What follows belongs to an exercise in optimizing a design on an open flow for small area; a production flow would make more cautious choices. RTL that was checked went through simulation tests only; none was proved equivalent to the original. No activity file was given, so power comes from the tool's default toggle rates.

// touchpad_packet_finger_tracker
module touchpad_packet_finger_tracker (
  input  logic                               clk_i,
  input  logic                               rst_ni,
  input  logic                               s_axis_tvalid_i,
  output logic                               s_axis_tready_o,
  input  logic [tpft_pkg::IN_TDATA_W-1:0]    s_axis_tdata_i,
  output logic                               m_axis_tvalid_o,
  input  logic                               m_axis_tready_i,
  output logic [tpft_pkg::OUT_TDATA_W-1:0]   m_axis_tdata_o,
  output logic [1:0]                         m_axis_tuser_o,
  output logic                               m_axis_tlast_o,
  input  logic                               psel,
  input  logic                               penable,
  input  logic                               pwrite,
  input  logic [tpft_pkg::APB_ADDR_W-1:0]    paddr,
  input  logic [tpft_pkg::APB_DATA_W-1:0]    pwdata,
  output logic [tpft_pkg::APB_DATA_W-1:0]    prdata,
  output logic                               pready
);
Size: roughly 930 cells after synthesis, ~340 flip-flops.
export LEC_CHECK = 0
export CAP_MARGIN = 20
export CORE_MARGIN = 2
export CORE_UTILIZATION = 65
export CTS_BUF_LIST = sky130_fd_sc_hd__clkbuf_8
export CTS_CLUSTER_DIAMETER = 60
export CTS_CLUSTER_SIZE = 16
export SLEW_MARGIN = 20
create_clock -name core_clock -period 8.0 [get_ports {clk_i}]
standard.sh (not shown) runs the stock make flow with config.mk's settings and CLKGATE_MAP_FILE= SYNTH_SCRIPT=/design/flow/synth_recipe.tcl, a recipe that flattens the netlist after the stock synthesis.
==> flow/flow/run.sh <==
#!/bin/bash
# Standard layout, with the port buffers made from the smallest buffer cell,
# the synthesis buffers removed, and a clock tree without dummy loads.
set -euo pipefail
export BUFFER_PORTS_ARGS="-buffer_cell sky130_fd_sc_hd__buf_1"
export REMOVE_ABC_BUFFERS=1
export CTS_ARGS="-sink_clustering_enable -repair_clock_nets -sink_clustering_size 20 -sink_clustering_max_diameter 70 -buf_list sky130_fd_sc_hd__clkbuf_8 -dont_use_dummy_load"
bash standard.sh > standard.log 2>&1
Next try:
==> flow/flow/run.sh (replaced) <==
#!/bin/bash
# Standard layout, with the port buffers made from the smallest buffer cell,
# the synthesis buffers removed, one tie cell per constant, and a clock tree
# without dummy loads.
set -euo pipefail
export BUFFER_PORTS_ARGS="-buffer_cell sky130_fd_sc_hd__buf_1"
export REMOVE_ABC_BUFFERS=1
export SKIP_REPAIR_TIE_FANOUT=1
export CTS_ARGS="-sink_clustering_enable -repair_clock_nets -sink_clustering_size 10 -sink_clustering_max_diameter 40 -buf_list sky130_fd_sc_hd__clkbuf_4 -dont_use_dummy_load"
bash standard.sh > standard.log 2>&1
ABC_AREA = 1   (was not set)
CORE_UTILIZATION = 75   (was 65)
CTS_BUF_LIST = not set   (was sky130_fd_sc_hd__clkbuf_8)
CTS_CLUSTER_DIAMETER = not set   (was 60)
CTS_CLUSTER_SIZE = not set   (was 16)
Non-clock buffer count fell by 3.
Wire length rose by 3.2%.
Die area goes down by 13%.
Synthesized area barely changes.
Worst setup slack gets better by 290 ps.
Power climbs by 41%.
Global-route usage rose by 4.3 points.
Via count increases by 14%.
Clock-buffer cell count came out higher by 23.
Synthesized cell count climbs by 28%.
Next try:
==> flow/flow/run.sh (replaced) <==
#!/bin/bash
# Standard layout, with the port buffers made from the smallest buffer cell,
# the synthesis buffers removed, and cells off the critical paths sized down
# before global routing (flow/shrink.tcl), whose repair then fixes slew and
# capacitance with routing parasitics.
set -euo pipefail
export BUFFER_PORTS_ARGS="-buffer_cell sky130_fd_sc_hd__buf_1"
export REMOVE_ABC_BUFFERS=1
export PRE_GLOBAL_ROUTE_TCL="$PWD/flow/shrink.tcl"
bash standard.sh > standard.log 2>&1
==> flow/flow/shrink.tcl (new file) <==
# Sourced by ORFS's global_route step before routing: size down cells with
# timing slack, then repair slew and capacitance and legalise the placement.
set_propagated_clock [all_clocks]
estimate_parasitics -placement
log_cmd repair_timing -recover_power 100 -verbose
log_cmd repair_design -cap_margin 20 -slew_margin 20 -verbose
log_cmd detailed_placement
check_placement -verbose
ABC_AREA = not set   (was 1)
CORE_UTILIZATION = 65   (was 75)
CTS_BUF_LIST = sky130_fd_sc_hd__clkbuf_8   (was not set)
CTS_CLUSTER_DIAMETER = 60   (was not set)
CTS_CLUSTER_SIZE = 16   (was not set)
Area after synthesis barely changes.
Global-route usage goes down by 4.2 points.
Wire length goes down by 2.3%.
Sequential cell count is unchanged.
Power goes down by 26%.
Register-to-register slack is worse by 430 ps.
Die area goes up by 15%.
Hold slack is better by 53 ps.
Clock-buffer cell count goes down by 16.
Final area goes up by 2.3%.
Sequential share of layout area goes down by 1.4 points.


touchpad_packet_finger_tracker, a different RTL version from the one above (not shown whole).
For scale: about 350 flip-flops, ~170 I/O pins, roughly 0.015 mm2 of cells after synthesis.
// touchpad_packet_finger_tracker
module touchpad_packet_finger_tracker (
  input  logic                               clk_i,
  input  logic                               rst_ni,
  input  logic                               s_axis_tvalid_i,
  output logic                               s_axis_tready_o,
  input  logic [tpft_pkg::IN_TDATA_W-1:0]    s_axis_tdata_i,
  output logic                               m_axis_tvalid_o,
  input  logic                               m_axis_tready_i,
  output logic [tpft_pkg::OUT_TDATA_W-1:0]   m_axis_tdata_o,
  output logic [1:0]                         m_axis_tuser_o,
  output logic                               m_axis_tlast_o,
  input  logic                               psel,
  input  logic                               penable,
  input  logic                               pwrite,
  input  logic [tpft_pkg::APB_ADDR_W-1:0]    paddr,
  input  logic [tpft_pkg::APB_DATA_W-1:0]    pwdata,
  output logic [tpft_pkg::APB_DATA_W-1:0]    prdata,
  output logic                               pready
);
clock: 8.0 ns
lec_check: 0
cap_margin: 20
core_margin: 2
core_utilization: 65
cts_buf_list: sky130_fd_sc_hd__clkbuf_16
cts_cluster_diameter: 80
cts_cluster_size: 30
slew_margin: 20
run.sh (not shown) runs the stock make flow with config.mk's settings and CLKGATE_MAP_FILE= SYNTH_SCRIPT=/design/flow/synth_recipe.tcl, a recipe that flattens the netlist after the stock synthesis.
Stock flow here: none of the scripts above is used.
Then changed:
==> flow/flow/run.sh (new file) <==
#!/bin/bash
# Standard layout, with the port buffers made from the smallest buffer cell,
# and the synthesis buffers removed.
set -euo pipefail
export BUFFER_PORTS_ARGS="-buffer_cell sky130_fd_sc_hd__buf_1"
export REMOVE_ABC_BUFFERS=1
bash standard.sh > standard.log 2>&1
==> flow/standard.sh (new file) <==
#!/bin/bash
# synth_recipe.tcl (not shown) runs the flow's synth.tcl, then flattens the netlist and writes it again
# the make line also repeats each setting of config.mk as NAME=value (left out here)
make -C /OpenROAD-flow-scripts/flow DESIGN_CONFIG=/design/flow/config.mk WORK_HOME=/design/flow/orfs CLKGATE_MAP_FILE= SYNTH_SCRIPT=/design/flow/synth_recipe.tcl "${@:-finish}"
Settings changed: CTS_BUF_LIST sky130_fd_sc_hd__clkbuf_16 to sky130_fd_sc_hd__clkbuf_8, CTS_CLUSTER_DIAMETER 80 to 60, CTS_CLUSTER_SIZE 30 to 16.
removed: flow/run.sh
The changed run finished clean.
Area after synthesis is unchanged.
Setup slack gets worse by 120 ps.
Synthesized cell count is unchanged.
Global-route usage drops by 0.15 points.
Worst hold slack is worse by 7.2 ps.
Then changed:
==> flow/flow/run.sh (replaced) <==
#!/bin/bash
# Standard layout, with the port buffers made from the smallest buffer cell,
# the synthesis buffers removed and non-critical cells sized down after routing.
set -euo pipefail
export BUFFER_PORTS_ARGS="-buffer_cell sky130_fd_sc_hd__buf_1"
export REMOVE_ABC_BUFFERS=1
export RECOVER_POWER=100
bash standard.sh > standard.log 2>&1
After rerunning:
- With this change the flow completed and failed the layout checks on max-capacitance violations, max-slew violations
- design area goes down slightly
- wire length barely changes
- clock power is about the same
- register-to-register slack is worse by 20 ps
- first-iteration DRC count is higher by a few percent
- via count hardly moves
Then changed:
==> flow/run.sh (new file) <==
#!/bin/bash
# synth_recipe.tcl (not shown) runs the flow's synth.tcl, then flattens the netlist and writes it again
# the make line also repeats each setting of config.mk as NAME=value (left out here)
make -C /OpenROAD-flow-scripts/flow DESIGN_CONFIG=/design/flow/config.mk WORK_HOME=/design/flow/orfs CLKGATE_MAP_FILE= SYNTH_SCRIPT=/design/flow/synth_recipe.tcl finish
removed: flow/flow/run.sh
removed: flow/standard.sh
What happened: The new run finished clean; final area grows by about 6%; hold slack gains 11 ps; wire length grows by about 1.8%; die area does not change; first-iteration DRC count grows by 44%; utilization grows by 4.4 points; sequential share of layout area shrinks by 3.7 points; setup slack gains 160 ps; maximum frequency grows by 2.3%; combinational power grows by 16%; area after synthesis does not change.
Then changed:
==> flow/flow/run.sh (new file) <==
#!/bin/bash
# Standard layout, with the port buffers made from the smallest buffer cell.
set -euo pipefail
export BUFFER_PORTS_ARGS="-buffer_cell sky130_fd_sc_hd__buf_1"
bash standard.sh > standard.log 2>&1
==> flow/standard.sh (new file) <==
#!/bin/bash
# synth_recipe.tcl (not shown) runs the flow's synth.tcl, then flattens the netlist and writes it again
# the make line also repeats each setting of config.mk as NAME=value (left out here)
make -C /OpenROAD-flow-scripts/flow DESIGN_CONFIG=/design/flow/config.mk WORK_HOME=/design/flow/orfs CLKGATE_MAP_FILE= SYNTH_SCRIPT=/design/flow/synth_recipe.tcl "${@:-finish}"
removed: flow/run.sh
The changed run went through all stages and came out clean.
Count of clock-buffer cells in the layout rose by 3.
Die area stays the same.
Setup slack got worse by 19 ps.
Maximum frequency barely changes.
Routed wire length fell by 3.0%.
Via count is lower by 2.6%.
Non-clock buffer count fell by 1.
Utilization came out lower by 3.2 points.


Setup of the previous run:
Another version of the RTL of touchpad_packet_finger_tracker (not shown whole).
For scale: about 990 cells after synthesis, ~350 flip-flops, about 170 I/O pins.
Settings: LEC_CHECK=0, CAP_MARGIN=20, CORE_MARGIN=2, CORE_UTILIZATION=60, CTS_BUF_LIST=sky130_fd_sc_hd__clkbuf_4 sky130_fd_sc_hd__clkbuf_8, SLEW_MARGIN=20; clock period 8.0 ns.
Stock flow here: none of the scripts above is used.
The previous run completed end to end with timing, DRC and antenna clean.
What the current run does differently from the previous run at the input level:
Settings: CORE_UTILIZATION now 40, was 60; CTS_BUF_LIST no longer set, was sky130_fd_sc_hd__clkbuf_4 sky130_fd_sc_hd__clkbuf_8.
Findings:
- Every run in the comparison, the current run and the previous run, completed the flow with a clean layout.
- Compared to the previous run, the current run has combined global-route utilization of all metal layers 6.7 points lower.
- The current run vs. the previous run: area added between synthesis and finish went up by 2.6 points.
- Compare the current run and the previous run | fraction of the core area covered by cells at the end of the flow lower: the current run
- The count of inserted tapcells number comes out lower for the previous run vs the current run.
- Compared with the previous run, the current run shows a higher proportion of power drawn by the clock network.
- Summary: with the previous run as the reference, final instance count without filler cells in the current run moved up by a little under 10%.
- Diff the current run and the previous run: clock tree cell share of total cell area lower in the previous run
- Taking the previous run as 1.0, the current run lands at 1.2 on die outline width.
No run of this note included a check of the RTL's function; only the layout flow was run.


Setup of tundra:
RTL: one of the versions met above, not the one the previous note started from.
Size in the first run: ~1200 cells after synthesis, ~170 I/O pins, roughly 15000 um^2 of cells after synthesis.
Design touchpad_packet_finger_tracker, start of the top module:
module touchpad_packet_finger_tracker (
  input  logic                               clk_i,
  input  logic                               rst_ni,
  input  logic                               s_axis_tvalid_i,
  output logic                               s_axis_tready_o,
  input  logic [tpft_pkg::IN_TDATA_W-1:0]    s_axis_tdata_i,
  output logic                               m_axis_tvalid_o,
  input  logic                               m_axis_tready_i,
  output logic [tpft_pkg::OUT_TDATA_W-1:0]   m_axis_tdata_o,
  output logic [1:0]                         m_axis_tuser_o,
  output logic                               m_axis_tlast_o,
  input  logic                               psel,
  input  logic                               penable,
  input  logic                               pwrite,
  input  logic [tpft_pkg::APB_ADDR_W-1:0]    paddr,
  input  logic [tpft_pkg::APB_DATA_W-1:0]    pwdata,
  output logic [tpft_pkg::APB_DATA_W-1:0]    prdata,
  output logic                               pready
);
clock: 8.0 ns
lec_check: 0
abc_area: 1
cap_margin: 20
core_margin: 2
core_utilization: 75
slew_margin: 20
standard.sh (not shown) runs the stock make flow with config.mk's settings and CLKGATE_MAP_FILE= SYNTH_SCRIPT=/design/flow/synth_recipe.tcl, a recipe that flattens the netlist after the stock synthesis.
==> flow/flow/run.sh <==
#!/bin/bash
# Standard layout, with the port buffers made from the smallest buffer cell,
# the synthesis buffers removed, and a clock tree without dummy loads.
set -euo pipefail
export BUFFER_PORTS_ARGS="-buffer_cell sky130_fd_sc_hd__buf_1"
export REMOVE_ABC_BUFFERS=1
export CTS_ARGS="-sink_clustering_enable -repair_clock_nets -sink_clustering_size 10 -sink_clustering_max_diameter 40 -buf_list sky130_fd_sc_hd__clkbuf_4 -dont_use_dummy_load"
bash standard.sh > standard.log 2>&1
tundra went all the way through synthesis, placement and routing and the layout is clean on timing, DRC and antenna.
Edits applied to the flow inputs when going from tundra to onyx:
Settings: ABC_AREA: 1 -> unset.
==> flow/flow/run.sh <==
#!/bin/bash
# Standard layout, with the port buffers made from the smallest buffer cell,
# the synthesis buffers removed, one tie cell per constant, and a clock tree
# without dummy loads.
set -euo pipefail
export BUFFER_PORTS_ARGS="-buffer_cell sky130_fd_sc_hd__buf_1"
export REMOVE_ABC_BUFFERS=1
export SKIP_REPAIR_TIE_FANOUT=1
export CTS_ARGS="-sink_clustering_enable -repair_clock_nets -sink_clustering_size 10 -sink_clustering_max_diameter 40 -buf_list sky130_fd_sc_hd__clkbuf_4 -dont_use_dummy_load"
bash standard.sh > standard.log 2>&1
### Flow results
- Min area occupied by multi-input gates across tundra and onyx: tundra
- Compared to tundra, onyx leaves more free space in the core.
- On area growth from synthesis to final layout, the lower figure sits with onyx, not tundra.
For violet, these inputs were changed with respect to onyx:
Settings: setting CTS_CLUSTER_DIAMETER to 60 for the first time; changing CORE_UTILIZATION from 75 to 65; setting CTS_BUF_LIST to sky130_fd_sc_hd__clkbuf_8 for the first time; setting CTS_CLUSTER_SIZE to 16 for the first time.
==> flow/flow/run.sh <==
#!/bin/bash
# Standard layout, with the port buffers made from the smallest buffer cell,
# and the synthesis buffers removed.
set -euo pipefail
export BUFFER_PORTS_ARGS="-buffer_cell sky130_fd_sc_hd__buf_1"
export REMOVE_ABC_BUFFERS=1
bash standard.sh > standard.log 2>&1
==> comparison <==
violet leaves more setup margin than onyx.
Per the comparison of violet with onyx, post-synthesis cell count was more or less identical, power share of the clock group went up by 2.8 points.
Largest fanout of any net on the critical path, onyx and violet: larger value in violet
The buffer share of cell area on onyx is in line with that on violet.
On starting density of the core: violet sits below onyx.
For the die area, violet came in about 15% higher than onyx did.
Sort onyx and violet by combinational power share, ascending, and violet comes first.
Changes in sierra relative to violet:
Settings: removing CTS_CLUSTER_DIAMETER (formerly 60); setting ABC_AREA to 1 for the first time; removing CTS_BUF_LIST (formerly sky130_fd_sc_hd__clkbuf_8); changing CORE_UTILIZATION from 65 to 75; removing CTS_CLUSTER_SIZE (formerly 16).
==> flow/flow/run.sh <==
#!/bin/bash
# Standard layout, with the port buffers made from the smallest buffer cell,
# the synthesis buffers removed, one tie cell per constant, and a clock tree
# without dummy loads.
set -euo pipefail
export BUFFER_PORTS_ARGS="-buffer_cell sky130_fd_sc_hd__buf_1"
export REMOVE_ABC_BUFFERS=1
export SKIP_REPAIR_TIE_FANOUT=1
export CTS_ARGS="-sink_clustering_enable -repair_clock_nets -sink_clustering_size 8 -sink_clustering_max_diameter 35 -buf_list \"sky130_fd_sc_hd__clkbuf_2 sky130_fd_sc_hd__clkbuf_4\" -dont_use_dummy_load"
bash standard.sh > standard.log 2>&1
### Flow results
violet reached the end of the flow, and the finished layout is clean on the timing, design-rule and antenna checks.
sierra: all stages complete, timing, DRC and antenna checks passed
From violet to sierra the numbers moved as follows: critical path buffer and inverter count shows an increase of 1, total power shows an increase of about 37%, final critical delay including setup and external delays shows a reduction of 0.28 ns, post-synthesis sequential area ratio shows a reduction of 0.16 points.
Of the two candidates, violet has the worse post-layout worst setup margin and sierra the better one.
sierra vs violet — routed via count divided by cell count dropped 0.075.
Portion of total power attributed to the clock network: violet and sierra compared, lower one is sierra
> inputs changed (sierra -> xenon)
Settings: ABC_AREA no longer set, was 1.
==> flow/flow/run.sh <==
#!/bin/bash
# Standard layout, with the port buffers made from the smallest buffer cell,
# the synthesis buffers removed, and a clock tree without dummy loads.
set -euo pipefail
export BUFFER_PORTS_ARGS="-buffer_cell sky130_fd_sc_hd__buf_1"
export REMOVE_ABC_BUFFERS=1
export CTS_ARGS="-sink_clustering_enable -repair_clock_nets -sink_clustering_size 10 -sink_clustering_max_diameter 40 -buf_list sky130_fd_sc_hd__clkbuf_4 -dont_use_dummy_load"
bash standard.sh > standard.log 2>&1
### Flow results
xenon went all the way through synthesis, placement and routing and the layout is clean on timing, DRC and antenna. H-tree depth: sierra vs xenon — no meaningful difference. When the final numbers for xenon and sierra were put side by side, the switching power summed over all nets turned out to be smaller in xenon. Between xenon and sierra, ratio of routed vias to standard cells is lower for sierra, xenon comes in above that. xenon against sierra: worst setup slack after layout down 0.43 ns, number of clock buffer instances in the layout went down, final clock period utilization by the worst path has increased. Any difference in cell area between sierra and xenon is small enough to ignore.
#### Input delta (nickel over xenon)
Settings: setting ABC_AREA to 1 for the first time.
==> flow/flow/run.sh <==
#!/bin/bash
# Standard layout, with the port buffers made from the smallest buffer cell,
# the synthesis buffers removed, one tie cell per constant, and a clock tree
# without dummy loads.
set -euo pipefail
export BUFFER_PORTS_ARGS="-buffer_cell sky130_fd_sc_hd__buf_1"
export REMOVE_ABC_BUFFERS=1
export SKIP_REPAIR_TIE_FANOUT=1
export CTS_ARGS="-sink_clustering_enable -repair_clock_nets -sink_clustering_size 12 -sink_clustering_max_diameter 40 -buf_list sky130_fd_sc_hd__clkbuf_4 -dont_use_dummy_load"
bash standard.sh > standard.log 2>&1
### Flow results
Simple-gate portion of the synthesized area delta for nickel relative to xenon: 4.2 points higher
Global-route wire length before repair went up slightly going from xenon to nickel.
Comparing nickel and xenon, the lower placed cell count was measured on xenon.
Of the two values seen for critical path capture point, u_back.y_q[79]$_DFFE_PP_ was produced by xenon and u_back.x_q[79]$_SDFFCE_PP0P_ by nickel.
Worst path required time, nickel and xenon: lower on xenon
nickel vs xenon on sequential share of layout area: nickel is the higher one.
xenon → nickel: number of DRC violations after detailed-routing iteration 0 grew by 3.3%, internal reg-to-reg setup slack grew by 0.38 ns, area enclosed by the die boundary held steady.
Going from xenon to nickel, the final worst setup slack was found to have gone up by 0.38 ns.

[static timing again, ports no longer ideal]
The results above use ideal ports. As a check the final layouts listed here were re-extracted and re-timed, cells and wires unchanged.
Step 1 sets driving cells, clkbuf_16 on the clock port and buf_2 on the other inputs (assumed; they add their load-dependent delay and slew).
Step 2, shift: input delay + t, output delay - t, t = (earliest + latest rising clock arrival at the registers) / 2. This alone moves slack from input paths to output paths.
Slacks: ideal ports / drivers / drivers and shift; pairs: ideal ports / drivers.
run	t, ns	setup slack, ns	hold WS [ns]	slew at the worst register clock pin (ns)	pins driven straight from the clock port
the first run of note 1	0.559	0.765 / 0.765 / 0.765	0.365 / 0.365 / 0.365	0.13 / 0.13	1
the second run of note 1	0.674	1.053 / 1.053 / 1.053	0.360 / 0.360 / 0.360	0.10 / 0.10	1
the third run of note 1	0.604	0.626 / 0.626 / 0.626	0.413 / 0.413 / 0.413	0.10 / 0.10	1
the first run of note 2	0.544	0.813 / 0.813 / 0.813	0.423 / 0.423 / 0.423	0.11 / 0.11	1
the second run of note 2	0.609	0.693 / 0.693 / 0.693	0.415 / 0.415 / 0.415	0.10 / 0.10	1
the third run of note 2	0.611	0.674 / 0.674 / 0.674	0.414 / 0.414 / 0.414	0.10 / 0.10	1
the fourth run of note 2	0.613	0.835 / 0.835 / 0.835	0.425 / 0.425 / 0.425	0.10 / 0.10	1
the fifth run of note 2	0.623	0.816 / 0.816 / 0.816	0.412 / 0.412 / 0.412	0.10 / 0.10	1
the previous run	0.607	0.672 / 0.672 / 0.672	0.411 / 0.411 / 0.411	0.06 / 0.06	1
the current run	0.566	0.883 / 0.883 / 0.883	0.415 / 0.415 / 0.415	0.06 / 0.06	1
tundra	0.677	1.152 / 1.152 / 1.152	0.393 / 0.393 / 0.393	0.11 / 0.11	1
onyx	0.668	0.666 / 0.666 / 0.666	0.385 / 0.385 / 0.385	0.11 / 0.11	1
violet	0.607	0.789 / 0.789 / 0.789	0.411 / 0.411 / 0.411	0.10 / 0.10	1
sierra	0.679	1.069 / 1.069 / 1.069	0.411 / 0.411 / 0.411	0.09 / 0.09	1
xenon	0.659	0.636 / 0.636 / 0.636	0.390 / 0.390 / 0.390	0.11 / 0.11	1
nickel	0.640	1.012 / 1.012 / 1.012	0.398 / 0.398 / 0.398	0.12 / 0.12	1
